This is an optimization exercise on Yosys and OpenROAD, whose aim is small area, not a production implementation. In this exercise RTL edits were held to simulation tests only and were not proved equivalent to the original.

## flow/design.v (module list and top-level ports; edited modules follow where they fit)
// module fp_add_sub: 60 lines
// module arithmetic_unit: 106 lines
// module mul32: 3196 lines
module arithmetic_unit
(
  input  logic        clk,
  input  logic        rst,
  input  logic [31:0] a,
  input  logic [31:0] b,
  input  logic [2:0]  op,
  output logic [63:0] out
);
  // ...
==> flow/run.sh <==
#!/bin/bash
# synth_recipe.tcl (not shown) runs the flow's synth.tcl, then flattens the netlist and writes it again
# the make line also repeats each setting of config.mk as NAME=value (left out here)
make -C /OpenROAD-flow-scripts/flow DESIGN_CONFIG=/design/flow/config.mk WORK_HOME=/design/flow/orfs CLKGATE_MAP_FILE= SYNTH_SCRIPT=/design/flow/synth_recipe.tcl finish
==> flow/config.mk <==
export PLATFORM = sky130hd
export DESIGN_NAME = arithmetic_unit
export DESIGN_NICKNAME = arithmetic_unit
export VERILOG_FILES = /design/flow/design.v
export SDC_FILE = /design/flow/constraint.sdc
export NUM_CORES = 4
export LEC_CHECK = 0
export ABC_AREA = 1
export CAP_MARGIN = 20
export CORE_MARGIN = 2
export CORE_UTILIZATION = 65
export SLEW_MARGIN = 20
==> flow/constraint.sdc <==
create_clock -name core_clock -period 18.0 [get_ports {clk}]
set_input_delay 3.6000 -clock core_clock [delete_from_list [all_inputs] [get_ports {clk}]]
set_output_delay 3.6000 -clock core_clock [all_outputs]
set_load 0.01 [all_outputs]
==> flow_summary.toml, run 1 <==
[critical_path]
crit_cells = 85
cp.arrival_ns = 17.37
path_delay_family = "simple AND/OR/NAND/NOR gates"
crit_path_end = "out_q[9]$_SDFF_PP0_"

[final_layout]
nNonClkInverters = 638
multi_input_area_share = 0.802
dominant_cells = "multi-input combinational cells"
layout.nonclk_buf_frac = 0.0661
finalNonFillerCells = 5170
seq-cell-share = 0.0345
drive_above_1_share = 0.0824
layout_commonest_cell = "nand2_1"

[synthesis]
synthAdderAreaFrac = 0.366
async_reset_ff_frac = 0
syn_inst = 4531
ys.flop_type = "dfxtp_1"

[timing]
drv_slew = 0
tightest_slew_ns = 1.15
tns_ns = 0
finalHoldViolCount = 0

[run_status]
status = "finished clean"

[detailed_routing]
antenna_left = 0
routed-wl-met2_um = 57300

[placement]
dpl.hpwl_um = 105000

[grt]
grt_use_met3 = 0.205
grt.total_usage = 0.510

[cts]
cts_num_sinks = 64
cts_tree = "built"
path_clk_slew_ns = 0.06
clockRootBuffer = "clkbuf_16"

[worst_hold_path]
min_path_cells = 2
worstHoldStart = "rst"
hold_path_class = "in -> reg"

[die]
taps = 688
==> inputs of run 2 (changes only) <==
==> flow/flow/run.sh (new file) <==
#!/bin/bash
# Own flow: the standard layout, except that Yosys's generic synthesis skips its
# early "abc -fast" pass (synth -noabc). That pass rewrites the full-adder logic in
# inverted forms, so extract_fa then leaves inverters between the adder cells; the final
# technology-mapping abc pass still runs. The flip-flops get back the names the standard
# synthesis gives them (flow/fixregs.py), so they pair with the reference by name.
set -euo pipefail
W=$(pwd)
sed -e 's/yosys synth -nofsm -noshare /yosys synth -nofsm -noshare -noabc /' synth_recipe.tcl > flow_synth.tcl
grep -q -- '-noabc' flow_synth.tcl
echo "exec python3 $W/flow/fixregs.py \$::env(RESULTS_DIR)/1_2_yosys.v" >> flow_synth.tcl
sed -e "s#$W/synth_recipe.tcl#$W/flow_synth.tcl#" standard.sh > flow_standard.sh
grep -q flow_synth.tcl flow_standard.sh
bash flow_standard.sh finish > flow_make.log 2>&1
==> flow/flow/fixregs.py (new file) <==
#!/usr/bin/env python3
"""Give each output flip-flop the name the standard synthesis gives it:
the flip-flop whose Q drives out[k] becomes \\out_q[k]$_SDFF_PP0_ ."""
import re
import sys

path = sys.argv[1]
text = open(path).read()
pat = re.compile(r'(sky130_fd_sc_hd__dfxtp_\d+\s+)(\\\S+\s|\S+)(\s*\((?:[^;]*?)\.Q\(out\[(\d+)\]\)\s*\);)', re.S)
names = set()
count = 0


def sub(m):
    global count
    k = int(m.group(4))
    new = "\\out_q[%d]$_SDFF_PP0_ " % k
    assert new not in names
    names.add(new)
    count += 1
    return m.group(1) + new + m.group(3)


text = pat.sub(sub, text)
open(path, "w").write(text)
print("fixregs: named %d flip-flops" % count)
==> flow/standard.sh (new file) <==
#!/bin/bash
# synth_recipe.tcl (not shown) runs the flow's synth.tcl, then flattens the netlist and writes it again
# the make line also repeats each setting of config.mk as NAME=value (left out here)
make -C /OpenROAD-flow-scripts/flow DESIGN_CONFIG=/design/flow/config.mk WORK_HOME=/design/flow/orfs CLKGATE_MAP_FILE= SYNTH_SCRIPT=/design/flow/synth_recipe.tcl "${@:-finish}"
removed: flow/run.sh
==> run 2 against run 1 <==
  * Global-route usage is 2.9 points higher
  * Synthesized cell count is 7.1% lower
  * Non-clock buffer count is 4 lower
  * First-iteration DRC count is 30% higher
  * Utilization is 0.26 points higher
  * Still clean on timing, DRC and antenna
  * Setup slack worse by 0.0026 ns
  * Die area is 4.6% lower
==> flow_summary.toml, run 2 <==
[timing]
setup_viol = 0
max_freq_mhz = 58.6
tightest_slew_ns = 1.08
fin_crit_sh = 0.948
whs_ns = 3.96
max_slew_margin = 0.280
finalHoldViolCount = 0
timing.final.ws_setup_ns = 0.944
drv_slew = 0
period_needed_ns = 17.06

[synthesis]
ys_warn_count = 2
synth_cell_types = 66
async_reset_ff_frac = 0
yosysSeqAreaShare = 0.0387
ys.flop_type = "dfxtp_1"
avgSynthCellArea_um2 = 7.87
synth_most_common_cell = "nand2_1"
yosys.area.top_type = "fa_1"
synth_top_cells_by_area = "fa_1 35%, xor2_1 16%, o22ai_1 9.8%"
syn_inst = 4210
syn_nets = 4957
synth_commonest_cells = "660 x nand2_1, 610 x xor2_1, 573 x fa_1, 519 x o22ai_1, 334 x inv_1"
yosys.area.top_type_share = 0.346
ys_ff_latch = 64
synth_enable_flop_cells = 0
syn_area_mm2 = 0.0331

[cts]
cts_num_sinks = 64
cts_tree = "built"
clockRootBuffer = "clkbuf_16"
cts_max_level = 3
clockBufferDepth = 2
cts-buffers-inserted = 9
path_clk_slew_ns = 0.06

[final_layout]
drive_above_1_share = 0.0667
final_cell_mix = "659 x nand2_1, 610 x xor2_1, 573 x fa_1"
finalNonFillerCells = 4846
regMostFlops = "out_q"
layout_commonest_cell = "nand2_1"
nets = 4909
syn2layout_area_growth_pct = 7.02
biggestRegsByFlops = "out_q (64)"
largest_reg_flops = 64

[detailed_routing]
detail_route.drc_violations = 0
viasPerCell = 7.34
dr.pass1.iters = 13
wl_per_cell_um = 29.8
drt_wl_total_um = 145000
drt_iter0_markers = 6918
antenna_left = 0
num_vias = 35600

[grt]
grt_antenna_before_repair = 7
grt-ovfl-total = 0
first_global_vias = 35300
grt_pass1_wl_um = 214000
grt_max_degree = 51
grt.total_usage = 0.539

[flow_run]
drv_cap = 0

[die]
num_io_pins = 133
fp-row-count = 82
dieWidth_um = 230
die_h_um = 230
fp.coreArea_mm2 = 0.0503
die-area_mm2 = 0.0528
start_util = 0.659

[critical_path]
worst_path_max_delay_cell = "fa_1"
critPathRequiredTime_ns = 18.25
startpoint_type = "input port"
setup.worst_path.class = "in -> reg"
critPathMaxStageDelay_ns = 0.43
cpMostUsedCell = "nand2_1"
endpoint_kind = "flip-flop"
startpoint = "op[1]"
crit_path_end = "out_q[0]$_SDFF_PP0_"
critical_path_peak_fanout = 28
cp.arrival_ns = 17.30

[placement]
place_ws_ns = 0.0249
placedCellCount = 4817
dpl.hpwl_um = 108000
port_buffers = 132
globalplace.congestion = 1.14

[run_status]
status = "finished clean"

[worst_hold_path]
hold_path_class = "in -> reg"
run 2: cell count changes after synthesis, moves of 10 or more:
| cell | change |
|---|---|
| nand2_1 | +12 |
| nand3_1 | -55 |
| nor2_1 | +12 |
| xor2_1 | +19 |
| nand2_2 | -26 |
| inv_1 | -254 |
| xnor2_1 | -11 |
| clkinv_1 | -10 |
| nand3_2 | -32 |
| o21ai_0 | +34 |
| buf_2 | +10 |
run 2: cell type report:
type | count | area, um2
multi-input cells | 3439 | 29200
flip-flops and latches | 64 | 1280
repair buffers | 273 | 2350
inverters | 375 | 1410
clock inverters | 7 | 104
diodes | 7 | 17.5
clock buffers | 9 | 225
well taps | 672 | 841
fillers | 3967 | 14800
run 2: what timing repair did:
| item | CTS | global route |
|---|---|---|
| gates resized for setup | 0 | 20 |
| hold buffers | 0 | 0 |
| setup endpoints to repair | 0 | 31 |
| setup buffers | 0 | 6 |
run 2: stage by stage:
| stage | TNS (ns) | util | cell area, um2 |
|---|---|---|---|
| after floorplan | 0 | - | 33100 |
| after global routing | -0.0263 | 0.705 | 35500 |
| after detailed placement | 0 | 0.697 | 35000 |
| after CTS | 0 | 0.703 | 35400 |
| after global placement | 0 | 0.697 | 35000 |
| final | 0 | 0.706 | 35500 |
run 2: how the worst min path moves through the flow:
stage                               startpoint              endpoint  slack [ns]  cells after the start
after floorplan                            rst  out_q[32]$_SDFF_PP0_        3.67                      1
after global placement    out_q[58]$_SDFF_PP0_               out[58]        4.34                      1
after detailed placement   out_q[9]$_SDFF_PP0_                out[9]        4.33                      1
after CTS                                  rst  out_q[32]$_SDFF_PP0_        4.06                      2
after global routing                     op[0]   out_q[0]$_SDFF_PP0_        3.97                      5
final                                    op[0]  out_q[28]$_SDFF_PP0_        3.96                      6
run 2: cell families (layout without fill, tap and decap cells):
kind of cell               Yosys count  count (layout)  share of synthesized area
and+or+nand+nor                   1238            1238                      0.164
AOI/OAI and AO/OA                  878             878                      0.158
buffers and inverters              707             664                     0.0826
adders and majority gates          678             678                      0.386
xor gates and xnor gates           645             645                      0.170
DFF                                 64              64                     0.0387
other                                0               7                          0
run 2: worst max-delay path, delay by kind of cell:
kind / cells / cell delay [ns]
AOI/OAI and AO/OA: 11 / 1.90
xor gates and xnor gates: 3 / 0.78
adders and majority gates: 13 / 4.53
buffers and inverters: 12 / 1.32
and+or+nand+nor: 42 / 5.12
run 2: metal layers:
layer	GRT usage	share of wire	up-vias
met2	0.728	0.38	3999
li1	-	-	13800
met5	0.00919	0.0020	-
met3	0.287	0.18	1257
met1	0.665	0.34	16500
met4	0.353	0.095	12
==> module arithmetic_unit, before the edit <==
module arithmetic_unit
(
  input  logic        clk,
  input  logic        rst,
  input  logic [31:0] a,
  input  logic [31:0] b,
  input  logic [2:0]  op,
  output logic [63:0] out
);
  logic [63:0]        out_q, out_d;
  logic               is_fmul, is_sub;
  logic [31:0]        mul_x, mul_y;
  logic [63:0]        mul_w;
  logic [32:0]        alu_w;
  logic [31:0]        alu_bi, alu_s;
  logic               alu_c, alu_bc, alu_pre, alu_z, alu_c31;
  logic               slt, sltu;
  logic [31:0]        fadd_w, fmul_w;
  logic               fm_s, fm_zero, fm_nan, fm_uf0, fm_uf1, fm_of0, fm_of1, fm_uf, fm_of;
  logic [9:0]         fm_e0, fm_e1, fm_e;
  logic [22:0]        fm_man;
  assign is_fmul = (op == OP_FMUL);
  assign is_sub  = (op != OP_ADD);
  assign mul_x = is_fmul ? {8'h00, 1'b1, a[22:0]} : a;
  assign mul_y = is_fmul ? {8'h00, 1'b1, b[22:0]} : b;
  mul32 u_mul (
    .x (mul_x),
    .y (mul_y),
    .p (mul_w)
  );
  always_comb begin
    alu_bi = b ^ {32{is_sub}};
    alu_c  = is_sub;
    alu_c31 = 1'b0;
    for (int i = 0; i < 8; i++) begin
      alu_s[i] = a[i] ^ alu_bi[i] ^ alu_c;
      alu_c    = (a[i] & alu_bi[i]) | (a[i] & alu_c) | (alu_bi[i] & alu_c);
    end
    for (int k = 1; k < 4; k++) begin
      alu_bc  = alu_c;
      alu_c   = 1'b0;
      alu_pre = 1'b1;
      for (int i = 8 * k; i < 8 * k + 8; i++) begin
        alu_z    = a[i] ^ alu_bi[i] ^ alu_c;
        alu_c    = (a[i] & alu_bi[i]) | (a[i] & alu_c) | (alu_bi[i] & alu_c);
        alu_s[i] = alu_z ^ (alu_bc & alu_pre);
        alu_pre  = alu_pre & alu_z;
        if (i == 30) alu_c31 = alu_c | (alu_bc & alu_pre);
      end
      alu_c = alu_c | (alu_bc & alu_pre);
    end
    alu_w = {alu_c ^ is_sub, alu_s};
  end
  assign sltu  = alu_w[32];
  assign slt   = alu_w[32] ^ a[31] ^ b[31];
  fp_add_sub u_fp_add_sub (
    .a_i   (a),
    .b_i   (b),
    .sub_i (op == OP_FSUB),
    .a_big_i (alu_c31),
    .res_o (fadd_w)
  );
  always_comb begin
    fm_s    = a[31] ^ b[31];
    fm_nan  = (a[30:23] == 8'hFF) || (b[30:23] == 8'hFF);
    fm_zero = (a[30:23] == 8'h00) || (b[30:23] == 8'h00);
    fm_e0   = {2'b00, a[30:23]} + {2'b00, b[30:23]} - 10'd127;
    fm_e1   = {2'b00, a[30:23]} + {2'b00, b[30:23]} - 10'd126;
    fm_uf0  = fm_zero || fm_e0[9] || fm_e0 == 10'd0;
    fm_uf1  = fm_zero || fm_e1[9] || fm_e1 == 10'd0;
    fm_of0  = fm_e0[8] || fm_e0[7:0] == 8'hFF;
    fm_of1  = fm_e1[8] || fm_e1[7:0] == 8'hFF;
    fm_uf   = mul_w[47] ? fm_uf1 : fm_uf0;
    fm_of   = mul_w[47] ? fm_of1 : fm_of0;
    fm_e    = mul_w[47] ? fm_e1 : fm_e0;
    fm_man  = mul_w[47] ? mul_w[46:24] : mul_w[45:23];
    if (fm_nan) begin
      fmul_w = FP_QNAN;
    end else if (fm_uf) begin
      fmul_w = {fm_s, 31'h0};
    end else if (fm_of) begin
      fmul_w = {fm_s, 8'hFF, 23'h0};
    end else begin
      fmul_w = {fm_s, fm_e[7:0], fm_man};
    end
  end
  always_comb begin
    out_d = '0;
    case (op)
      OP_ADD:  out_d = {31'h0, alu_w};
      OP_SUB:  out_d = {{31{alu_w[32]}}, alu_w};
      OP_SLT:  out_d = {63'h0, slt};
      OP_SLTU: out_d = {63'h0, sltu};
      OP_MULU: out_d = mul_w;
      OP_FADD: out_d = {32'h0, fadd_w};
      OP_FSUB: out_d = {32'h0, fadd_w};
      OP_FMUL: out_d = {32'h0, fmul_w};
      default: out_d = '0;
    endcase
  end
  always_ff @(posedge clk) begin
    if (rst) out_q <= '0;
    else     out_q <= out_d;
  end
  assign out = out_q;
endmodule
==> inputs of run 3 (changes only) <==
--- a/flow/design.v
+++ b/flow/design.v
@@ -96,2 +96,4 @@
   logic [9:0]         fm_e0, fm_e1, fm_e;
+  logic [8:0]         fm_es;
+  logic               fm_ec;
   logic [22:0]        fm_man;
@@ -107,6 +109,6 @@
   always_comb begin
-    alu_bi = b ^ {32{is_sub}};
-    alu_c  = is_sub;
+    alu_bi  = b ^ {32{is_sub}};
+    alu_c   = is_sub;
     alu_c31 = 1'b0;
-    for (int i = 0; i < 8; i++) begin
+    for (int i = 0; i < 4; i++) begin
       alu_s[i] = a[i] ^ alu_bi[i] ^ alu_c;
@@ -114,3 +116,3 @@
     end
-    for (int k = 1; k < 4; k++) begin
+    for (int k = 1; k < 7; k++) begin
       alu_bc  = alu_c;
@@ -118,3 +120,3 @@
       alu_pre = 1'b1;
-      for (int i = 8 * k; i < 8 * k + 8; i++) begin
+      for (int i = 4 * k; i < ((k == 6) ? 32 : 4 * k + 4); i++) begin
         alu_z    = a[i] ^ alu_bi[i] ^ alu_c;
@@ -142,8 +144,14 @@
     fm_zero = (a[30:23] == 8'h00) || (b[30:23] == 8'h00);
-    fm_e0   = {2'b00, a[30:23]} + {2'b00, b[30:23]} - 10'd127;
-    fm_e1   = {2'b00, a[30:23]} + {2'b00, b[30:23]} - 10'd126;
-    fm_uf0  = fm_zero || fm_e0[9] || fm_e0 == 10'd0;
-    fm_uf1  = fm_zero || fm_e1[9] || fm_e1 == 10'd0;
-    fm_of0  = fm_e0[8] || fm_e0[7:0] == 8'hFF;
-    fm_of1  = fm_e1[8] || fm_e1[7:0] == 8'hFF;
+    fm_ec = 1'b0;
+    for (int i = 0; i < 8; i++) begin
+      fm_es[i] = a[23 + i] ^ b[23 + i] ^ fm_ec;
+      fm_ec    = (a[23 + i] & b[23 + i]) | (a[23 + i] & fm_ec) | (b[23 + i] & fm_ec);
+    end
+    fm_es[8] = fm_ec;
+    fm_e0   = {2'b00, fm_es[7:0] + 8'h81};
+    fm_e1   = {2'b00, fm_es[7:0] + 8'h82};
+    fm_uf0  = fm_zero || (!fm_es[8] && !fm_es[7]);
+    fm_uf1  = fm_zero || (!fm_es[8] && !fm_es[7] && !(&fm_es[6:0]));
+    fm_of0  = fm_es[8] && (fm_es[7] || (&fm_es[6:1]));
+    fm_of1  = fm_es[8] && (fm_es[7] || ((&fm_es[6:2]) && (fm_es[1] || fm_es[0])));
     fm_uf   = mul_w[47] ? fm_uf1 : fm_uf0;
--- a/flow/flow/run.sh
+++ b/flow/flow/run.sh
@@ -6,2 +6,4 @@
 # synthesis gives them (flow/fixregs.py), so they pair with the reference by name.
+# Every input and output port still gets its buffer, a plain buf_1 instead of the delay
+# cell that buffer_ports picks by default.
 set -euo pipefail
@@ -13,2 +15,2 @@
 grep -q flow_synth.tcl flow_standard.sh
-bash flow_standard.sh finish > flow_make.log 2>&1
+bash flow_standard.sh "BUFFER_PORTS_ARGS=-buffer_cell sky130_fd_sc_hd__buf_1" finish > flow_make.log 2>&1
==> run 3 against run 2 <==
  * First-iteration DRC count decreased by 11%
  * Global-route usage decreased by 0.31 points
  * Still clean on timing, DRC and antenna
  * Critical endpoint is now out_q[3]$_SDFF_PP0_
  * Synthesized cell count decreased by 1.7%
  * Sequential cell count unchanged
  * Largest cell class unchanged
  * Non-clock buffer count decreased by 23
  * Highest routed layer unchanged
  * Worst hold slack got worse by 0.089 ns
==> flow_summary.toml, run 3 <==
[synthesis]
syn_nets = 4878
ys_warn_count = 2
synth_commonest_cells = "625 x nand2_1, 600 x xor2_1, 576 x fa_1, 521 x o22ai_1, 327 x inv_1"
synth_most_common_cell = "nand2_1"
avgSynthCellArea_um2 = 7.94
yosys.area.top_type_share = 0.351
yosysSeqAreaShare = 0.0390
ys_ff_latch = 64
syn_inst = 4137
ys.flop_type = "dfxtp_1"
synth_enable_flop_cells = 0
syn_area_mm2 = 0.0329
synth_cell_types = 59
async_reset_ff_frac = 0
yosys.area.top_type = "fa_1"
synth_top_cells_by_area = "fa_1 35%, xor2_1 16%, o22ai_1 9.9%"

[worst_hold_path]
hold_path_class = "in -> reg"

[grt]
grt-ovfl-total = 0
grt.total_usage = 0.536
grt_max_degree = 53
grt_antenna_before_repair = 16
grt_pass1_wl_um = 211000
first_global_vias = 34900

[timing]
tightest_slew_ns = 1.22
max_slew_margin = 0.186
whs_ns = 3.87
drv_slew = 0
period_needed_ns = 16.81
max_freq_mhz = 59.5
finalHoldViolCount = 0
setup_viol = 0
rsz0062_at_grt = "false"
fin_crit_sh = 0.934
tns_ns = 0
timing.final.ws_setup_ns = 1.19

[cts]
cts_hold_buf = 0
clockBufferDepth = 2
cts-buffers-inserted = 9
path_clk_slew_ns = 0.06
clockRootBuffer = "clkbuf_16"
cts_max_level = 3
cts_tree = "built"
cts_num_sinks = 64

[placement]
globalplace.congestion = 1.08
port_buffers = 132
placed_cell_area_mm2 = 0.0338
dpl.hpwl_um = 107000
place_ws_ns = 0.711
placedCellCount = 4715

[final_layout]
largest_reg_flops = 64
fin_util = 0.683
final_cell_mix = "624 x nand2_1, 600 x xor2_1, 575 x fa_1"
nets = 4800
drive_above_1_share = 0.0711
biggestRegsByFlops = "out_q (64)"
finalNonFillerCells = 4746
regMostFlops = "out_q"
layout_commonest_cell = "nand2_1"
syn2layout_area_growth_pct = 4.13
stdcell_area_mm2 = 0.0342

[critical_path]
crit_path_end = "out_q[3]$_SDFF_PP0_"
critPathMaxStageDelay_ns = 0.90
endpoint_kind = "flip-flop"
setup.worst_path.class = "in -> reg"
startpoint_type = "input port"
worst_path_max_delay_cell = "o21ai_2"
startpoint = "b[3]"
cp.arrival_ns = 17.08
critical_path_peak_fanout = 36
cpMostUsedCell = "fa_1"
critPathRequiredTime_ns = 18.27

[detailed_routing]
antenna_left = 0
drt_wl_total_um = 143000
num_vias = 35100
viasPerCell = 7.40
dr.pass1.iters = 22
drt_iter0_markers = 6160
wl_per_cell_um = 30.1
detail_route.drc_violations = 0

[die]
fp.coreArea_mm2 = 0.0501
die-area_mm2 = 0.0524
num_io_pins = 133
die_h_um = 229
fp-row-count = 82
dieWidth_um = 229
start_util = 0.656

[run_status]
status = "finished clean"

[flow_run]
drv_cap = 0
[run 3: worst min path at each step]
stage	startpoint	slack [ns]	cells past startpoint	end
CTS	op[0]	3.89	6	out_q[0]$_SDFF_PP0_
global placement	out_q[35]$_SDFF_PP0_	3.99	1	out[35]
floorplan	a[3]	3.86	3	out_q[3]$_SDFF_PP0_
detailed placement	out_q[9]$_SDFF_PP0_	3.99	1	out[9]
finish	op[0]	3.87	6	out_q[25]$_SDFF_PP0_
global route	op[0]	3.93	6	out_q[25]$_SDFF_PP0_
[run 3: kinds of logic after synthesis]
| kind of cell | count (synthesis) | share of synthesized area |
|---|---|---|
| buffers and inverters | 705 | 0.0840 |
| flip-flops | 64 | 0.0390 |
| adder cells (fa/ha/maj) | 672 | 0.387 |
| XOR/XNOR | 638 | 0.170 |
| AO/OA/AOI/OAI | 851 | 0.155 |
| AND/OR/NAND/NOR | 1207 | 0.164 |
[run 3: critical path: cells and delay by family]
family	cells	cell delay (ns)
XOR/XNOR	1	0.22
adder cells (fa/ha/maj)	12	5.93
AND/OR/NAND/NOR	23	3.86
buffers and inverters	5	1.30
AO/OA/AOI/OAI	5	2.11
[run 3: per-layer routing]
metal  share of wire  up-vias  track usage  routed length (um)
li1                -    13500            -                   -
met1            0.34    16400        0.649               47900
met2            0.38     3793        0.725               54900
met3            0.18     1306        0.292               26300
met4           0.093       22        0.356               13300
met5          0.0035        -       0.0561                 506
[run 3: area by class of cell]
type | count | area (um2)
diodes | 10 | 25.0
clock buffers | 9 | 225
clock inverters | 7 | 128
fillers | 4082 | 15800
inverters | 366 | 1380
multi-input cells | 3368 | 28900
flip-flops and latches | 64 | 1280
well taps | 672 | 841
repair buffers | 250 | 1400
[run 3: timing repair]
| item | 4_1_cts | 5_1_grt |
|---|---|---|
| setup endpoints to repair | 0 | 31 |
| gates resized for setup | 0 | 10 |
| setup buffers | 0 | 5 |
==> inputs of run 4 (changes only) <==
--- a/flow/flow/run.sh
+++ b/flow/flow/run.sh
@@ -6,2 +6,4 @@
 # synthesis gives them (flow/fixregs.py), so they pair with the reference by name.
+# The final technology mapping uses flow/abc_area_map.script, an area-oriented ABC
+# mapping (dch -f; map -a) in place of ORFS's abc_area.script (dch; map -B 0.9).
 # Every input and output port still gets its buffer, a plain buf_1 instead of the delay
@@ -10,3 +12,8 @@
 W=$(pwd)
-sed -e 's/yosys synth -nofsm -noshare /yosys synth -nofsm -noshare -noabc /' synth_recipe.tcl > flow_synth.tcl
+sed -e 's#^  log_cmd abc {\*}$abc_args#  log_cmd abc {*}[lreplace $abc_args 1 1 '"$W"'/flow/abc_area_map.script]#' \
+  "$FLOW_HOME/scripts/synth.tcl" > flow_synth_main.tcl
+grep -q abc_area_map.script flow_synth_main.tcl
+sed -e 's/yosys synth -nofsm -noshare /yosys synth -nofsm -noshare -noabc /' \
+  -e "s#source \$::env(SCRIPTS_DIR)/synth.tcl#source $W/flow_synth_main.tcl#" synth_recipe.tcl > flow_synth.tcl
+grep -q flow_synth_main.tcl flow_synth.tcl
 grep -q -- '-noabc' flow_synth.tcl
==> flow/flow/abc_area_map.script (new file) <==
strash
dch -f
map -a
topo
stime -c
buffer -c
upsize -c
dnsize -c
--- a/flow/config.mk
+++ b/flow/config.mk
@@ -10,3 +10,3 @@
 export CORE_MARGIN = 2
-export CORE_UTILIZATION = 65
+export CORE_UTILIZATION = 55
 export SLEW_MARGIN = 20
==> run 4 against run 3 <==
  * Critical path depth rose by 18
  * Final area fell by 0.52%
  * Die area rose by 14%
  * Still clean
  * Utilization fell by 9.1 points
  * Setup slack got worse by 0.32 ns
  * Fmax fell by 1.9%
==> flow_summary.toml, run 4 <==
[critical_path]
critPathRequiredTime_ns = 18.28
crit_cells = 64
setup.worst_path.class = "in -> reg"
worst_path_max_delay_cell = "fa_1"
critPathMaxStageDelay_ns = 0.69
path_delay_family = "adder cells"
cpMostUsedCell = "nor2_1"
cp.arrival_ns = 17.41
crit_buf_inv = 15
endpoint_kind = "flip-flop"
startpoint_type = "input port"
critical_path_peak_fanout = 37

[grt]
grt_antenna_before_repair = 2
grt_pass1_wl_um = 208000
grt.total_usage = 0.471
grt-ovfl-total = 0
first_global_vias = 31700
grt_max_degree = 50

[synthesis]
synth_cell_types = 58
syn_nets = 4623
synth_top_cells_by_area = "fa_1 36%, xor2_1 16%, o22ai_1 10%"
yosysSeqAreaShare = 0.0402
ys_warn_count = 2
ys_ff_latch = 64
syn_inst = 3882
yosys.area.top_type = "fa_1"
yosys.area.top_type_share = 0.362
ys.flop_type = "dfxtp_1"
synth_enable_flop_cells = 0
synth_commonest_cells = "598 x xor2_1, 576 x fa_1, 534 x o22ai_1, 385 x nand2_1, 292 x inv_1"
async_reset_ff_frac = 0
syn_area_mm2 = 0.0318
synth_most_common_cell = "xor2_1"
avgSynthCellArea_um2 = 8.20

[detailed_routing]
wl_per_cell_um = 30.9
num_vias = 32000
dr.pass1.iters = 8
antenna_left = 0
detail_route.drc_violations = 0
viasPerCell = 6.90
drt_wl_total_um = 143000
drt_iter0_markers = 4303

[worst_hold_path]
min_path_cells = 2
worstHoldEndpoint = "out_q[32]$_SDFF_PP0_"
worstHoldStart = "rst"
hold_path_class = "in -> reg"

[final_layout]
seq_area_mm2 = 0.00128
fillers = 5286
drive_above_1_share = 0.0814
biggestRegsByFlops = "out_q (64)"
syn2layout_area_growth_pct = 6.92
finalNonFillerCells = 4639
regMostFlops = "out_q"
layout_commonest_cell = "xor2_1"
largest_reg_flops = 64
stdcell_area_mm2 = 0.0340
final_cell_mix = "598 x xor2_1, 574 x fa_1, 534 x o22ai_1"
fin_util = 0.592
multiInputGateArea_mm2 = 0.0283
nets = 4607

[cts]
cts-buffers-inserted = 9
clockRootBuffer = "clkbuf_16"
path_clk_slew_ns = 0.06
cts_hold_buf = 0
cts_num_sinks = 64
clockBufferDepth = 2
cts_max_level = 3
cts_tree = "built"

[placement]
dpl.hpwl_um = 107000
placedCellCount = 4601
port_buffers = 132
place_ws_ns = 0.243
globalplace.congestion = 1.14
placed_cell_area_mm2 = 0.0333

[die]
die_h_um = 245
fp.coreArea_mm2 = 0.0575
fp-row-count = 88
start_util = 0.554
die-area_mm2 = 0.0598
num_io_pins = 133
dieWidth_um = 245

[run_status]
status = "finished clean"

[timing]
drv_slew = 0
max_slew_margin = 0.233
tightest_slew_ns = 1.14
period_needed_ns = 17.13
fin_crit_sh = 0.951
tns_ns = 0
timing.final.ws_setup_ns = 0.873
max_freq_mhz = 58.4
setup_viol = 0
finalHoldViolCount = 0

[flow_run]
drv_cap = 0
[run 4: cell types whose count changed after synthesis, sizes merged, moves of 16 or more]
cell,delta
nand3,-189
nand2,-268
inv,-39
a21oi,+55
a221oi,+25
nor2,+102
mux2i,+23
o21ai,+16
a211oi,+17
[run 4: worst max path at each step]
stage / startpoint / end / slack [ns]
after floorplan: op[0] / out_q[11]$_SDFF_PP0_ / 1.21
after global placement: op[0] / out_q[23]$_SDFF_PP0_ / 0.36
after detailed placement: op[1] / out_q[23]$_SDFF_PP0_ / 0.24
after CTS: op[1] / out_q[23]$_SDFF_PP0_ / 0.55
after global routing: op[1] / out_q[23]$_SDFF_PP0_ / -0.19
final: b[5] / out_q[63]$_SDFF_PP0_ / 0.87
[run 4: cells by family after synthesis]
family | after synthesis | synth area share
AO/OA/AOI/OAI | 976 | 0.186
AND/OR/NAND/NOR | 836 | 0.109
adder cells (fa/ha/maj) | 672 | 0.400
buffers and inverters | 671 | 0.0818
XOR/XNOR | 640 | 0.176
flip-flops | 64 | 0.0402
multiplexers | 23 | 0.00723
[run 4: area by class of cell]
cell class / count / share of cell area
sequential: 64 / 0.0376
timing repair buffer: 306 / 0.0560
inverter: 338 / 0.0376
clock buffer: 11 / 0.00713
multi-input combinational: 3147 / 0.831
clock inverter: 5 / 0.00235
antenna: 3 / 0.000221
tap: 765 / 0.0281
[run 4: per-stage QoR]
step | hold slack (ns)
2_1_floorplan | 3.67
3_3_place_gp | 3.98
3_5_place_dp | 3.99
4_1_cts | 3.60
5_1_grt | 3.64
6_report | 3.63
[run 4: routing by layer]
metal  routed length [um]  GRT usage
met1                51300      0.583
met2                63000      0.723
met3                18400      0.142
met4                10600      0.287
met5                   13          0
[run 4: what timing repair did]
item	in CTS	in global routing
setup buffers	0	16
gates resized for setup	0	54
endpoints found under the setup margin	0	31
==> module fp_add_sub, before the edit <==
module fp_add_sub
(
  input  logic [31:0] a_i,
  input  logic [31:0] b_i,
  input  logic        sub_i,
  input  logic        a_big_i,
  output logic [31:0] res_o
);
  logic                 sa, sb, sx, eff_sub, e_gt, ec;
  logic [FP_EXP_W-1:0]  ea, eb, ex, t, sh;
  logic [FP_MAN_W:0]    ma, mb, mx, sh_in, my_al;
  logic [FP_MAN_W+1:0]  sum, v0, v1, v2, v3, v4, v5;
  logic [4:0]           lz;
  logic [9:0]           e_res;
  always_comb begin
    sa      = a_i[31];
    sb      = b_i[31] ^ sub_i;
    ea      = a_i[30:23];
    eb      = b_i[30:23];
    ma      = (ea == '0) ? '0 : {1'b1, a_i[22:0]};
    mb      = (eb == '0) ? '0 : {1'b1, b_i[22:0]};
    sx      = a_big_i ? sa : sb;
    eff_sub = sa ^ sb;
    mx      = a_big_i ? ma : mb;
    ec = 1'b0;
    for (int i = 0; i < FP_EXP_W; i++) begin
      t[i] = ea[i] ^ ~eb[i] ^ ec;
      ec   = (ea[i] & ~eb[i]) | (ea[i] & ec) | (~eb[i] & ec);
    end
    e_gt  = ec;
    ex    = e_gt ? ea : eb;
    sh    = e_gt ? t : ~t;
    sh_in = e_gt ? {1'b0, mb[FP_MAN_W:1]} : (a_big_i ? mb : ma);
    my_al = (sh[7:5] != 3'd0) ? '0 : (sh_in >> sh[4:0]);
    sum   = eff_sub ? ({1'b0, mx} - {1'b0, my_al}) : ({1'b0, mx} + {1'b0, my_al});
    v0    = sum;
    lz[4] = (v0[24:9] == '0);
    v1    = lz[4] ? {v0[8:0], 16'h0} : v0;
    lz[3] = (v1[24:17] == '0);
    v2    = lz[3] ? {v1[16:0], 8'h0} : v1;
    lz[2] = (v2[24:21] == '0);
    v3    = lz[2] ? {v2[20:0], 4'h0} : v2;
    lz[1] = (v3[24:23] == '0);
    v4    = lz[1] ? {v3[22:0], 2'h0} : v3;
    lz[0] = ~v4[24];
    v5    = lz[0] ? {v4[23:0], 1'h0} : v4;
    e_res = {2'b00, ex} + 10'd1 - {5'b00000, lz};
    if (ea == 8'hFF || eb == 8'hFF) begin
      res_o = FP_QNAN;
    end else if (!v5[24]) begin
      res_o = 32'h0;
    end else if (e_res[9] || e_res == 10'd0) begin
      res_o = {sx, 31'h0};
    end else if (e_res[8] || e_res[7:0] == 8'hFF) begin
      res_o = {sx, 8'hFF, 23'h0};
    end else begin
      res_o = {sx, e_res[7:0], v5[23:1]};
    end
  end
endmodule
==> inputs of run 5 (changes only) <==
--- a/flow/design.v
+++ b/flow/design.v
@@ -26,5 +26,15 @@
   logic [FP_MAN_W:0]    ma, mb, mx, sh_in, my_al;
-  logic [FP_MAN_W+1:0]  sum, v0, v1, v2, v3, v4, v5;
+  logic [FP_MAN_W+1:0]  sum, v1, v2, v3, v4, v5;
+  logic [31:0]          lzq;
+  logic [15:0]          lv1, lc1;
+  logic [7:0]           lv2;
+  logic [7:0][1:0]      lc2;
+  logic [3:0]           lv3;
+  logic [3:0][2:0]      lc3;
+  logic [1:0]           lv4;
+  logic [1:0][3:0]      lc4;
+  logic                 nz;
   logic [4:0]           lz;
   logic [9:0]           e_res;
+  logic                 e_uf, e_of;
   always_comb begin
@@ -50,21 +60,36 @@
     sum   = eff_sub ? ({1'b0, mx} - {1'b0, my_al}) : ({1'b0, mx} + {1'b0, my_al});
-    v0    = sum;
-    lz[4] = (v0[24:9] == '0);
-    v1    = lz[4] ? {v0[8:0], 16'h0} : v0;
-    lz[3] = (v1[24:17] == '0);
+    lzq = {sum, 7'h7F};
+    for (int j = 0; j < 16; j++) begin
+      lv1[j]    = lzq[2 * j + 1] | lzq[2 * j];
+      lc1[j]    = ~lzq[2 * j + 1];
+    end
+    for (int j = 0; j < 8; j++) begin
+      lv2[j]    = lv1[2 * j + 1] | lv1[2 * j];
+      lc2[j]    = lv1[2 * j + 1] ? {1'b0, lc1[2 * j + 1]} : {1'b1, lc1[2 * j]};
+    end
+    for (int j = 0; j < 4; j++) begin
+      lv3[j]    = lv2[2 * j + 1] | lv2[2 * j];
+      lc3[j]    = lv2[2 * j + 1] ? {1'b0, lc2[j * 2 + 1]} : {1'b1, lc2[2 * j]};
+    end
+    for (int j = 0; j < 2; j++) begin
+      lv4[j]    = lv3[2 * j + 1] | lv3[2 * j];
+      lc4[j]    = lv3[2 * j + 1] ? {1'b0, lc3[2 * j + 1]} : {1'b1, lc3[2 * j]};
+    end
+    nz = (sum != 0);
+    lz = lv4[1] ? {1'b0, lc4[1]} : {1'b1, lc4[0]};
+    v1    = lz[4] ? {sum[8:0], 16'h0} : sum;
     v2    = lz[3] ? {v1[16:0], 8'h0} : v1;
-    lz[2] = (v2[24:21] == '0);
     v3    = lz[2] ? {v2[20:0], 4'h0} : v2;
-    lz[1] = (v3[24:23] == '0);
     v4    = lz[1] ? {v3[22:0], 2'h0} : v3;
-    lz[0] = ~v4[24];
     v5    = lz[0] ? {v4[23:0], 1'h0} : v4;
     e_res = {2'b00, ex} + 10'd1 - {5'b00000, lz};
+    e_uf  = (ex[7:5] == 3'd0) && (lz > ex[4:0]);
+    e_of  = (ex == 8'd254) && (lz == 5'd0);
     if (ea == 8'hFF || eb == 8'hFF) begin
       res_o = FP_QNAN;
-    end else if (!v5[24]) begin
+    end else if (!nz) begin
       res_o = 32'h0;
-    end else if (e_res[9] || e_res == 10'd0) begin
+    end else if (e_uf) begin
       res_o = {sx, 31'h0};
-    end else if (e_res[8] || e_res[7:0] == 8'hFF) begin
+    end else if (e_of) begin
       res_o = {sx, 8'hFF, 23'h0};
--- a/flow/config.mk
+++ b/flow/config.mk
@@ -10,3 +10,3 @@
 export CORE_MARGIN = 2
-export CORE_UTILIZATION = 55
+export CORE_UTILIZATION = 50
 export SLEW_MARGIN = 20
==> run 5 against run 4 <==
  * Synthesized area is 1.6% higher
  * First-iteration DRC count shrank 3.9%
  * Global-route usage is 6.4 points lower
  * Count of clock-buffer cells in the layout up 1
  * Critical path depth down 16
  * Die area up 12%
==> flow_summary.toml, run 5 <==
[run_status]
status = "finished clean"

[final_layout]
biggestRegsByFlops = "out_q (64)"
nets = 4640
final_cell_mix = "610 x xor2_1, 576 x fa_1, 533 x o22ai_1"
regMostFlops = "out_q"
finalNonFillerCells = 4744
stdcell_area_mm2 = 0.0341
drive_above_1_share = 0.0700
largest_reg_flops = 64
layout_commonest_cell = "xor2_1"
syn2layout_area_growth_pct = 5.32

[detailed_routing]
viasPerCell = 6.52
wl_per_cell_um = 28.9
dr.pass1.iters = 8
num_vias = 30900
drt_wl_total_um = 137000
drt_iter0_markers = 4136
antenna_left = 0
detail_route.drc_violations = 0

[cts]
path_clk_slew_ns = 0.05
cts_tree = "built"
clockBufferDepth = 2
cts-buffers-inserted = 9
cts_num_sinks = 64
cts_max_level = 3
clockRootBuffer = "clkbuf_16"

[timing]
period_needed_ns = 16.68
max_slew_margin = 0.315
tightest_slew_ns = 1.02
tns_ns = 0
fin_crit_sh = 0.927
drv_slew = 0
max_freq_mhz = 60.0
whs_ns = 3.72
setup_viol = 0
finalHoldViolCount = 0

[critical_path]
setup.worst_path.class = "in -> reg"
worst_path_max_delay_cell = "a2111oi_0"
endpoint_kind = "flip-flop"
cpMostUsedCell = "fa_1"
cp.arrival_ns = 16.89
critPathMaxStageDelay_ns = 0.79
critPathRequiredTime_ns = 18.21
critical_path_peak_fanout = 22
startpoint_type = "input port"

[placement]
globalplace.congestion = 1.03
placedCellCount = 4724
port_buffers = 132
placed_cell_area_mm2 = 0.0337
dpl.hpwl_um = 103000

[die]
die_h_um = 258
die-area_mm2 = 0.0667
num_io_pins = 133
fp-row-count = 93
fp.coreArea_mm2 = 0.0642
dieWidth_um = 258
start_util = 0.503

[synthesis]
synth_most_common_cell = "xor2_1"
synth_xor_area_frac = 0.173
yosys.area.top_type_share = 0.357
syn_inst = 3939
synth_cell_types = 66
synth-simple-area-share = 0.111
avgSynthCellArea_um2 = 8.21
syn_area_mm2 = 0.0323
ys_ff_latch = 64
synth_compound_gate_area_share = 0.186
yosys.area.top_type = "fa_1"
synth_enable_flop_cells = 0
synth_top_cells_by_area = "fa_1 36%, xor2_1 17%, o22ai_1 10%"
synthAdderAreaFrac = 0.400
yosysSeqAreaShare = 0.0396
yosys-mux-area-fraction = 0.00743
async_reset_ff_frac = 0
syn_nets = 4695
ys_warn_count = 2
synth_top_family_by_area = "adder cells"
ys.flop_type = "dfxtp_1"
synth_commonest_cells = "610 x xor2_1, 576 x fa_1, 533 x o22ai_1, 386 x nand2_1, 310 x inv_1"

[grt]
grt_antenna_before_repair = 0
grt-ovfl-total = 0
grt.total_usage = 0.407
first_global_vias = 30400
grt_pass1_wl_um = 202000
grt_max_degree = 49

[worst_hold_path]
hold_path_class = "in -> reg"

[flow_run]
drv_cap = 0
## run 5: cell types whose count changed after synthesis, sizes merged, moves of 9 or more
cell,previous run,this run
a211oi,19,3
a21oi,168,159
a31oi,4,17
buf,78,61
clkbuf,255,271
ha,96,111
inv,315,347
nor2,301,288
o21ai,175,196
xnor2,42,28
xor2,598,610
## run 5: cell type report
type | instances | area, um2
repair buffers | 265 | 1510
diodes | 1 | 2.50
multi-input cells | 3180 | 28500
flip-flops and latches | 64 | 1280
inverters | 364 | 1370
well taps | 855 | 1070
clock inverters | 3 | 65.1
clock buffers | 12 | 256
fillers | 6282 | 30200
## run 5: layer usage
| layer | part of all wire | vias to the layer above | track usage |
|---|---|---|---|
| li1 | - | 13100 | - |
| met1 | 0.40 | 15100 | 0.559 |
| met2 | 0.42 | 2308 | 0.593 |
| met3 | 0.13 | 399 | 0.109 |
| met4 | 0.058 | 0 | 0.202 |
| met5 | 0 | - | 0 |
## run 5: metrics by stage
step	setup slack (ns)	utilization
2_1_floorplan	2.50	-
3_3_place_gp	0.974	0.525
3_5_place_dp	0.770	0.525
4_1_cts	1.04	0.530
5_1_grt	-0.00114	0.530
6_report	1.32	0.530
## run 5: final timing paths
path / from / endpoint / slack (ns) / cells after the start
max: b[5] / out_q[21]$_SDFF_PP0_ / 1.32 / 48
min: rst / out_q[22]$_SDFF_PP0_ / 3.72 / 2
## run 5: cell families after synthesis
| kind of cell | count (synthesis) |
|---|---|
| buffers and inverters | 696 |
| xor gates and xnor gates | 638 |
| DFF | 64 |
| muxes | 24 |
| and+or+nand+nor | 838 |
| AOI/OAI and AO/OA | 992 |
| adders and majority gates | 687 |
## run 5: worst max-delay path: cells and delay by family
kind | cells | cell delay, ns
AOI/OAI and AO/OA | 10 | 2.84
buffers and inverters | 10 | 2.20
adders and majority gates | 12 | 5.71
and+or+nand+nor | 15 | 2.23
xor gates and xnor gates | 1 | 0.24
## run 5: timing repair
action	CTS	global route
endpoints found under the setup margin	0	27
setup buffers	0	3
gates resized for setup	0	4
hold buffers	0	0
==> inputs of run 6 (changes only) <==
--- a/flow/design.v
+++ b/flow/design.v
@@ -116,3 +116,6 @@
   logic [31:0]        alu_bi, alu_s;
-  logic               alu_c, alu_bc, alu_pre, alu_z, alu_c31;
+  logic               alu_c, alu_pre, alu_c31, alu_g30, alu_p30;
+  logic               alu_g10, alu_g32, alu_p32, alu_g54, alu_p54;
+  logic [31:0]        alu_z, alu_pin;
+  logic [6:0]         alu_g, alu_p, alu_bc;
   logic               slt, sltu;
@@ -135,10 +138,12 @@
     alu_bi  = b ^ {32{is_sub}};
+    alu_g   = '0;
+    alu_p   = '0;
     alu_c   = is_sub;
-    alu_c31 = 1'b0;
     for (int i = 0; i < 4; i++) begin
-      alu_s[i] = a[i] ^ alu_bi[i] ^ alu_c;
-      alu_c    = (a[i] & alu_bi[i]) | (a[i] & alu_c) | (alu_bi[i] & alu_c);
+      alu_z[i]   = a[i] ^ alu_bi[i] ^ alu_c;
+      alu_pin[i] = 1'b0;
+      alu_c      = (a[i] & alu_bi[i]) | (a[i] & alu_c) | (alu_bi[i] & alu_c);
     end
+    alu_g[0] = alu_c;
     for (int k = 1; k < 7; k++) begin
-      alu_bc  = alu_c;
       alu_c   = 1'b0;
@@ -146,10 +151,31 @@
       for (int i = 4 * k; i < ((k == 6) ? 32 : 4 * k + 4); i++) begin
-        alu_z    = a[i] ^ alu_bi[i] ^ alu_c;
-        alu_c    = (a[i] & alu_bi[i]) | (a[i] & alu_c) | (alu_bi[i] & alu_c);
-        alu_s[i] = alu_z ^ (alu_bc & alu_pre);
-        alu_pre  = alu_pre & alu_z;
-        if (i == 30) alu_c31 = alu_c | (alu_bc & alu_pre);
+        alu_pin[i] = alu_pre;
+        alu_z[i]   = a[i] ^ alu_bi[i] ^ alu_c;
+        alu_c      = (a[i] & alu_bi[i]) | (a[i] & alu_c) | (alu_bi[i] & alu_c);
+        alu_pre    = alu_pre & alu_z[i];
+        if (i == 30) begin
+          alu_g30 = alu_c;
+          alu_p30 = alu_pre;
+        end
       end
-      alu_c = alu_c | (alu_bc & alu_pre);
+      alu_g[k] = alu_c;
+      alu_p[k] = alu_pre;
     end
+    alu_g10 = alu_g[1] | (alu_p[1] & alu_g[0]);
+    alu_g32 = alu_g[3] | (alu_p[3] & alu_g[2]);
+    alu_p32 = alu_p[3] & alu_p[2];
+    alu_g54 = alu_g[5] | (alu_p[5] & alu_g[4]);
+    alu_p54 = alu_p[5] & alu_p[4];
+    alu_bc[0] = 1'b0;
+    alu_bc[1] = alu_g[0];
+    alu_bc[2] = alu_g10;
+    alu_bc[3] = alu_g[2] | (alu_p[2] & alu_g10);
+    alu_bc[4] = alu_g32 | (alu_p32 & alu_g10);
+    alu_bc[5] = alu_g[4] | (alu_p[4] & alu_bc[4]);
+    alu_bc[6] = alu_g54 | (alu_p54 & alu_bc[4]);
+    for (int i = 0; i < 32; i++) begin
+      alu_s[i] = alu_z[i] ^ (alu_bc[(i < 24) ? i / 4 : 6] & alu_pin[i]);
+    end
+    alu_c31 = alu_g30 | (alu_bc[6] & alu_p30);
+    alu_c   = alu_g[6] | (alu_bc[6] & alu_p[6]);
     alu_w = {alu_c ^ is_sub, alu_s};
--- a/flow/flow/run.sh
+++ b/flow/flow/run.sh
@@ -7,3 +7,3 @@
 # The final technology mapping uses flow/abc_area_map.script, an area-oriented ABC
-# mapping (dch -f; map -a) in place of ORFS's abc_area.script (dch; map -B 0.9).
+# mapping (dch -f; amap) in place of ORFS's abc_area.script (dch; map -B 0.9).
 # Every input and output port still gets its buffer, a plain buf_1 instead of the delay
==> flow/flow/abc_area_map.script (replaced) <==
strash
dch -f
amap
topo
stime -c
buffer -c
upsize -c
dnsize -c
--- a/flow/config.mk
+++ b/flow/config.mk
@@ -11,2 +11,3 @@
 export CORE_UTILIZATION = 50
+export SETUP_SLACK_MARGIN = 0.5
 export SLEW_MARGIN = 20
==> run 6 against run 5 <==
  * Global-route usage increased by 3.2 points
  * Still clean on timing, DRC and antenna
  * Sequential share of layout area about the same
  * Utilization increased by 1.1 points
  * Die area decreased by 1.9%
  * Critical path depth increased by 6
  * Worst hold slack got worse by 0.046 ns
  * Synthesized area decreased by 1.9%
  * Synthesized cell count increased by 8.8%
==> flow_summary.toml, run 6 <==
[detailed_routing]
dr.pass1.iters = 8
drt_wl_total_um = 147000
wl_per_cell_um = 29.2
num_vias = 34200
drt_iter0_markers = 4329
viasPerCell = 6.78
detail_route.drc_violations = 0
antenna_left = 0

[synthesis]
syn_area_mm2 = 0.0317
synth_most_common_cell = "o22ai_1"
synth_cell_types = 77
syn_inst = 4285
yosysSeqAreaShare = 0.0404
ys_warn_count = 2
syn_nets = 5042
avgSynthCellArea_um2 = 7.40
synth_enable_flop_cells = 0
async_reset_ff_frac = 0
yosys.area.top_type_share = 0.364
ys.flop_type = "dfxtp_1"
ys_ff_latch = 64
synth_commonest_cells = "640 x o22ai_1, 633 x nand2_1, 586 x o21ai_0, 576 x fa_1, 407 x nor2_1"
synth_top_cells_by_area = "fa_1 36%, o22ai_1 13%, o21ai_0 9.2%"
yosys.area.top_type = "fa_1"

[grt]
first_global_vias = 32900
grt_pass1_wl_um = 215000
grt_antenna_before_repair = 1
grt_max_degree = 72
grt-ovfl-total = 0
grt.total_usage = 0.439

[worst_hold_path]
hold_path_class = "in -> reg"
worstHoldStart = "rst"

[cts]
clockRootBuffer = "clkbuf_16"
clockBufferDepth = 2
cts-buffers-inserted = 9
cts_tree = "built"
cts_num_sinks = 64
path_clk_slew_ns = 0.06
cts_max_level = 3
cts_hold_buf = 0

[placement]
placed_cell_area_mm2 = 0.0332
dpl.hpwl_um = 107000
globalplace.congestion = 1.03
place_ws_ns = 0.285
port_buffers = 132

[timing]
max_slew_margin = 0.119
timing.final.ws_setup_ns = 1.24
fin_crit_sh = 0.931
period_needed_ns = 16.76
tightest_slew_ns = 1.31
tns_ns = 0
finalHoldViolCount = 0
rsz0062_at_grt = "true"
drv_slew = 0
setup_viol = 0
max_freq_mhz = 59.7

[final_layout]
biggestRegsByFlops = "out_q (64)"
fillers = 6191
final_cell_mix = "633 x nand2_1, 626 x o22ai_1, 574 x o21ai_0"
nets = 4949
largest_reg_flops = 64
syn2layout_area_growth_pct = 7.19
layout_commonest_cell = "nand2_1"
drive_above_1_share = 0.0829
seq_area_mm2 = 0.00128
stdcell_area_mm2 = 0.0340
regMostFlops = "out_q"
multiInputGateArea_mm2 = 0.0284

[critical_path]
worst_path_max_delay_cell = "buf_4"
critPathMaxStageDelay_ns = 0.65
startpoint_type = "input port"
setup.worst_path.class = "in -> reg"
cpMostUsedCell = "fa_1"
critPathRequiredTime_ns = 18.17
startpoint = "b[13]"
critical_path_peak_fanout = 71
crit_buf_inv = 10
endpoint_kind = "flip-flop"
path_delay_family = "adder cells"
cp.arrival_ns = 16.93

[die]
fp.coreArea_mm2 = 0.0629
die-area_mm2 = 0.0655
die_h_um = 256
num_io_pins = 133
fp-row-count = 92
start_util = 0.505
dieWidth_um = 256

[run_status]
status = "finished clean"

[flow_run]
drv_cap = 0
run 6: cell types whose count changed in the layout (fill, tap and decap cells not counted), moves of 24 or more:
cell / delta
o21ai_0: +483
a211oi_1: +28
inv_1: -79
nor2_1: +142
o21ai_1: -83
o22ai_1: +93
nand2_1: +247
xor2_1: -609
buf_4: +27
mux2i_1: -24
nor3_1: +25
o22a_1: +71
nand3_1: -62
run 6: layout make-up:
type / count / share of cell area
flip-flops and latches: 64 / 0.0377
inverters: 263 / 0.0296
multi-input cells: 3550 / 0.836
diodes: 1 / 0.0000736
clock buffers: 9 / 0.00662
well taps: 846 / 0.0311
clock inverters: 6 / 0.00180
repair buffers: 304 / 0.0574
run 6: final timing paths:
kind	endpoint	cells after the start
worst max-delay path	out_q[63]$_SDFF_PP0_	54
worst min-delay path	out_q[32]$_SDFF_PP0_	2
run 6: routing by layer:
metal | part of all wire | track usage
met4 | 0.078 | 0.282
met1 | 0.38 | 0.567
met3 | 0.11 | 0.0967
met2 | 0.43 | 0.668
met5 | 0.000088 | 0
run 6: kinds of logic after synthesis:
group | share of synthesized area
compound gates | 0.314
xor+xnor | 0.00110
fa+ha+maj | 0.408
buf+inv | 0.0802
flops | 0.0404
simple gates | 0.156
run 6: what timing repair did:
item	4_1_cts	5_1_grt
setup buffers	0	15
setup endpoints to repair	0	35
gates resized for setup	0	95
run 6: metrics by stage:
stage          utilization  std cells  hold WS [ns]
4_1_cts              0.532       5024          3.67
3_5_place_dp         0.528       5009          3.99
3_3_place_gp         0.528       5009          3.99
5_1_grt              0.541       5042          3.70
6_report             0.541       5043          3.67
2_1_floorplan            -       4285          3.85
==> inputs of run 7 (changes only) <==
--- a/flow/config.mk
+++ b/flow/config.mk
@@ -11,3 +11,4 @@
 export CORE_UTILIZATION = 50
-export SETUP_SLACK_MARGIN = 0.5
+export CTS_BUF_LIST = sky130_fd_sc_hd__clkbuf_8
+export SETUP_SLACK_MARGIN = 0.3
 export SLEW_MARGIN = 20
==> run 7 against run 6 <==
  * Routed wire length down 0.29%
  * Sequential share of layout area about the same
  * Via count down 0.36%
  * Cell count about the same
  * Final area down 0.98%
  * Highest routed layer unchanged
==> flow_summary.toml, run 7 <==
[final_layout]
layout_commonest_cell = "nand2_1"
fin_util = 0.536
drive_above_1_share = 0.0760
largest_reg_flops = 64
biggestRegsByFlops = "out_q (64)"
nets = 4949
syn2layout_area_growth_pct = 6.13
regMostFlops = "out_q"
fillers = 6215
final_cell_mix = "633 x nand2_1, 630 x o22ai_1, 578 x o21ai_0"
diodes = 0

[cts]
cts_hold_buf = 0
clockBufferDepth = 2
clockRootBuffer = "clkbuf_8"
cts_tree = "built"
cts-buffers-inserted = 9
path_clk_slew_ns = 0.07
cts_num_sinks = 64
cts_max_level = 3

[synthesis]
synth_top_family_by_area = "adder cells"
yosys-mux-area-fraction = 0
syn_area_mm2 = 0.0317
async_reset_ff_frac = 0
synth-simple-area-share = 0.156
yosys.area.top_type_share = 0.364
synthAdderAreaFrac = 0.408
yosys.area.top_type = "fa_1"
syn_nets = 5042
synth_commonest_cells = "640 x o22ai_1, 633 x nand2_1, 586 x o21ai_0, 576 x fa_1, 407 x nor2_1"
synth_xor_area_frac = 0.00110
synth_most_common_cell = "o22ai_1"
ys_warn_count = 2
avgSynthCellArea_um2 = 7.40
synth_top_cells_by_area = "fa_1 36%, o22ai_1 13%, o21ai_0 9.2%"
synth_enable_flop_cells = 0
syn_inst = 4285
ys.flop_type = "dfxtp_1"
synth_compound_gate_area_share = 0.314
yosysSeqAreaShare = 0.0404
synth_cell_types = 77
ys_ff_latch = 64

[detailed_routing]
viasPerCell = 6.75
detail_route.drc_violations = 0
wl_per_cell_um = 29.1
dr.pass1.iters = 6
num_vias = 34000
antenna_left = 0
drt_iter0_markers = 4642
drt_wl_total_um = 147000

[die]
dieWidth_um = 256
fp-row-count = 92
fp.coreArea_mm2 = 0.0629
num_io_pins = 133
die_h_um = 256
start_util = 0.505
die-area_mm2 = 0.0655

[worst_hold_path]
hold_path_class = "in -> reg"

[run_status]
status = "finished clean"

[critical_path]
critPathRequiredTime_ns = 18.18
startpoint_type = "input port"
crit_path_end = "out_q[30]$_SDFF_PP0_"
worst_path_max_delay_cell = "fa_1"
setup.worst_path.class = "in -> reg"
critPathMaxStageDelay_ns = 0.42
startpoint = "op[0]"
cpMostUsedCell = "nor2_1"
cp.arrival_ns = 17.13
endpoint_kind = "flip-flop"
critical_path_peak_fanout = 33

[grt]
grt_max_degree = 72
grt_antenna_before_repair = 2
grt.total_usage = 0.439
grt_pass1_wl_um = 215000
first_global_vias = 32900
grt-ovfl-total = 0

[timing]
drv_slew = 0
rsz0062_at_grt = "true"
max_slew_margin = 0.136
max_freq_mhz = 59.0
setup_viol = 0
tightest_slew_ns = 1.28
period_needed_ns = 16.95
finalHoldViolCount = 0
tns_ns = 0
fin_crit_sh = 0.941

[flow_run]
drv_cap = 0

[placement]
dpl.hpwl_um = 107000
port_buffers = 132
globalplace.congestion = 1.03
[run 7: changes by cell type in the layout (fill, tap and decap cells not counted), sizes merged]
cell	before	now
clkbuf	14	12
clkinv	9	11
buf	299	300
diode	1	0
inv	256	255
[run 7: layout make-up]
| class | count | area [um2] | share of cell area |
|---|---|---|---|
| clock buffer | 9 | 124 | 0.00368 |
| clock inverter | 6 | 61.3 | 0.00182 |
| inverter | 263 | 1000 | 0.0298 |
| multi-input combinational | 3550 | 28300 | 0.840 |
| sequential | 64 | 1280 | 0.0381 |
| tap | 846 | 1060 | 0.0314 |
| timing repair buffer | 303 | 1860 | 0.0554 |
| timing repair inverter | 1 | 5.00 | 0.000149 |
[run 7: what timing repair did]
item / in CTS / in global routing
buffers inserted: 0 / 15
endpoints found under the setup margin: 0 / 34
resized for setup: 0 / 46
[run 7: metal layers]
metal / track usage / vias to the layer above / wire length, um
li1: - / 15000 / -
met1: 0.563 / 16100 / 54900
met2: 0.672 / 2404 / 63700
met3: 0.104 / 542 / 17100
met4: 0.272 / 2 / 11100
met5: 0 / - / 13
[run 7: critical path, delay by kind of cell]
| family | cells | cell delay, ns |
|---|---|---|
| AOI/OAI and AO/OA | 30 | 5.06 |
| and+or+nand+nor | 28 | 3.59 |
| adders and majority gates | 10 | 3.49 |
| buffers and inverters | 16 | 1.37 |
[run 7: cells by family after synthesis]
family / count (synthesis)
AOI/OAI and AO/OA: 1650
xor gates and xnor gates: 4
buffers and inverters: 671
adders and majority gates: 688
and+or+nand+nor: 1208
DFF: 64
[run 7: worst min-delay path by stage]
stage / startpoint / to / cells past startpoint
after global routing: rst / out_q[32]$_SDFF_PP0_ / 2
after CTS: rst / out_q[32]$_SDFF_PP0_ / 2
after detailed placement: out_q[33]$_SDFF_PP0_ / out[33] / 1
after global placement: out_q[50]$_SDFF_PP0_ / out[50] / 1
final: rst / out_q[32]$_SDFF_PP0_ / 2
after floorplan: op[2] / out_q[0]$_SDFF_PP0_ / 3
[run 7: stage by stage]
step | setup slack, ns | instance area [um2] | hold WS (ns) | instances
final | 1.05 | 33700 | 3.68 | 5042
after global routing | 0.0619 | 33700 | 3.68 | 5042
after CTS | 0.631 | 33300 | 3.64 | 5024
after detailed placement | 0.285 | 33200 | 3.99 | 5009
after global placement | 0.355 | 33200 | 3.99 | 5009
after floorplan | 0.742 | 31700 | 3.85 | 4285
==> inputs of run 8 (changes only) <==
--- a/flow/config.mk
+++ b/flow/config.mk
@@ -12,3 +12,2 @@
 export CTS_BUF_LIST = sky130_fd_sc_hd__clkbuf_8
-export SETUP_SLACK_MARGIN = 0.3
 export SLEW_MARGIN = 20
==> run 8 against run 7 <==
  * Worst hold slack got worse by 0.022 ns
  * Count of clock-buffer cells in the layout stayed put
  * Final area is 0.70% lower
  * Global-route usage is the same
==> flow_summary.toml, run 8 <==
[die]
start_util = 0.505
fp.coreArea_mm2 = 0.0629
fp-row-count = 92
dieWidth_um = 256
die-area_mm2 = 0.0655
num_io_pins = 133
die_h_um = 256

[critical_path]
crit_path_end = "out_q[8]$_SDFF_PP0_"
crit_cells = 58
startpoint_type = "input port"
critPathRequiredTime_ns = 18.28
cpMostUsedCell = "fa_1"
critical_path_peak_fanout = 20
path_delay_family = "adder cells"
setup.worst_path.class = "in -> reg"
worst_path_max_delay_cell = "or3_1"
endpoint_kind = "flip-flop"
critPathMaxStageDelay_ns = 0.65
cp.arrival_ns = 17.52
startpoint = "b[0]"
crit_buf_inv = 11

[grt]
grt-ovfl-total = 0
grt_max_degree = 72
grt_pass1_wl_um = 215000
grt.total_usage = 0.439
first_global_vias = 32900
grt_antenna_before_repair = 2

[synthesis]
synthAdderAreaFrac = 0.408
async_reset_ff_frac = 0
synth_xor_area_frac = 0.00110
ys_warn_count = 2
synth_commonest_cells = "640 x o22ai_1, 633 x nand2_1, 586 x o21ai_0, 576 x fa_1, 407 x nor2_1"
yosys.area.top_type_share = 0.364
synth_top_family_by_area = "adder cells"
syn_inst = 4285
yosysSeqAreaShare = 0.0404
ys_ff_latch = 64
synth_enable_flop_cells = 0
synth_compound_gate_area_share = 0.314
synth_top_cells_by_area = "fa_1 36%, o22ai_1 13%, o21ai_0 9.2%"
yosys.area.top_type = "fa_1"
avgSynthCellArea_um2 = 7.40
syn_area_mm2 = 0.0317
synth_cell_types = 77
yosys-mux-area-fraction = 0
synth_most_common_cell = "o22ai_1"
synth-simple-area-share = 0.156
ys.flop_type = "dfxtp_1"
syn_nets = 5042

[timing]
period_needed_ns = 17.24
drv_slew = 0
max_slew_margin = 0.0900
setup_viol = 0
tns_ns = 0
tightest_slew_ns = 1.35
max_freq_mhz = 58.0
finalHoldViolCount = 0
fin_crit_sh = 0.958
whs_ns = 3.66

[detailed_routing]
dr.pass1.iters = 9
num_vias = 33800
detail_route.drc_violations = 0
drt_iter0_markers = 4381
wl_per_cell_um = 29.1
antenna_left = 0
viasPerCell = 6.73
drt_wl_total_um = 146000

[final_layout]
biggestRegsByFlops = "out_q (64)"
fillers = 6231
regMostFlops = "out_q"
diodes = 0
nets = 4931
finalNonFillerCells = 5024
syn2layout_area_growth_pct = 5.39
final_cell_mix = "633 x nand2_1, 632 x o22ai_1, 581 x o21ai_0"
largest_reg_flops = 64
drive_above_1_share = 0.0685
seq_area_mm2 = 0.00128
layout_commonest_cell = "nand2_1"
multiInputGateArea_mm2 = 0.0282

[cts]
cts_max_level = 3
clockBufferDepth = 2
cts-buffers-inserted = 9
path_clk_slew_ns = 0.07
clockRootBuffer = "clkbuf_8"
cts_tree = "built"
cts_num_sinks = 64

[placement]
port_buffers = 132
dpl.hpwl_um = 107000
placedCellCount = 5009
globalplace.congestion = 1.03

[run_status]
status = "finished clean"

[flow_run]
drv_cap = 0

[worst_hold_path]
hold_path_class = "in -> reg"
## run 8: cell counts after synthesis
No cell type changed its count.
## run 8: timing repair
item | in CTS | in global routing
setup buffers | 0 | 0
gates resized for setup | 0 | 18
setup endpoints to repair | 0 | 31
hold buffers | 0 | 0
## run 8: how the worst min path moves through the flow
| stage | from | endpoint | slack (ns) | depth (start not counted) |
|---|---|---|---|---|
| 6_report | rst | out_q[32]$_SDFF_PP0_ | 3.66 | 2 |
| 5_1_grt | rst | out_q[32]$_SDFF_PP0_ | 3.68 | 2 |
| 4_1_cts | rst | out_q[32]$_SDFF_PP0_ | 3.64 | 2 |
| 3_5_place_dp | out_q[33]$_SDFF_PP0_ | out[33] | 3.99 | 1 |
| 3_3_place_gp | out_q[50]$_SDFF_PP0_ | out[50] | 3.99 | 1 |
| 2_1_floorplan | op[2] | out_q[0]$_SDFF_PP0_ | 3.85 | 3 |
## run 8: layout make-up
cell class	count	share of cell area
tap	846	0.0317
inverter	263	0.0297
sequential	64	0.0383
clock inverter	6	0.00183
timing repair buffer	286	0.0511
multi-input combinational	3550	0.844
clock buffer	9	0.00371
## run 8: cells by family (layout without fill, tap and decap cells)
kind of cell	Yosys count	count (layout)
AOI/OAI and AO/OA	1650	1650
and+or+nand+nor	1208	1208
adders and majority gates	688	688
buffers and inverters	671	564
DFF	64	64
xor gates and xnor gates	4	4
## run 8: routing by layer
layer | vias to the layer above | GRT usage | part of all wire | wire [um]
met1 | 16000 | 0.563 | 0.37 | 54300
met5 | - | 0 | 0.000089 | 13
met2 | 2376 | 0.672 | 0.43 | 63500
li1 | 14900 | - | - | -
met4 | 2 | 0.272 | 0.075 | 11000
met3 | 522 | 0.104 | 0.12 | 17300
## run 8: per-stage QoR
stage	utilization	setup WS [ns]	instance area (um2)
floorplan	-	0.742	31700
global placement	0.528	0.355	33200
detailed placement	0.528	0.285	33200
CTS	0.531	0.631	33300
global route	0.532	-0.0185	33400
finish	0.532	0.759	33400

==> static timing again, ports no longer ideal <==
In the flow no input, the clock included, has a driving cell. The finished layouts below were timed again as built, in two steps.
Step 1 (the two cells are an assumption about what drives the block):
set clk [get_ports {clk}]
set_driving_cell -lib_cell sky130_fd_sc_hd__clkbuf_16 $clk
set_driving_cell -lib_cell sky130_fd_sc_hd__buf_2 [delete_from_list [all_inputs] $clk]
Step 2 also shifts input and output timing later by t, the mid clock arrival at the registers, as if the neighbouring blocks saw the same clock.
Three values: ideal, step 1, step 2; two values: the first two.
run | shift t [ns] | setup WS [ns] | hold WS [ns] | worst setup path at the end | worst slew at a driven data input, ns
run 1 | 0.436 | 0.947 / 0.977 / 0.541 | 3.938 / 3.899 / 4.335 | input to register | 0.09
run 2 | 0.373 | 0.944 / 0.965 / 0.592 | 3.963 / 3.946 / 4.319 | input to register | 0.06
run 3 | 0.367 | 1.190 / 1.187 / 0.820 | 3.874 / 3.889 / 4.001 | input to register | 0.18
run 4 | 0.408 | 0.873 / 0.900 / 0.491 | 3.627 / 3.596 / 4.004 | input to register | 0.09
run 5 | 0.382 | 1.322 / 1.348 / 0.966 | 3.719 / 3.694 / 3.995 | input to register | 0.09
run 6 | 0.376 | 1.243 / 1.257 / 0.882 | 3.673 / 3.657 / 4.013 | input to register | 0.08
run 7 | 0.386 | 1.054 / 1.056 / 0.670 | 3.678 / 3.665 / 4.023 | input to register | 0.08
run 8 | 0.392 | 0.759 / 0.736 / 0.344 | 3.656 / 3.643 / 4.023 | input to register | 0.08
After both steps every run listed still meets setup and hold. For run 8, which loses most, drivers alone change the setup slack by -0.023 ns; drivers and shift together by -0.415 ns.
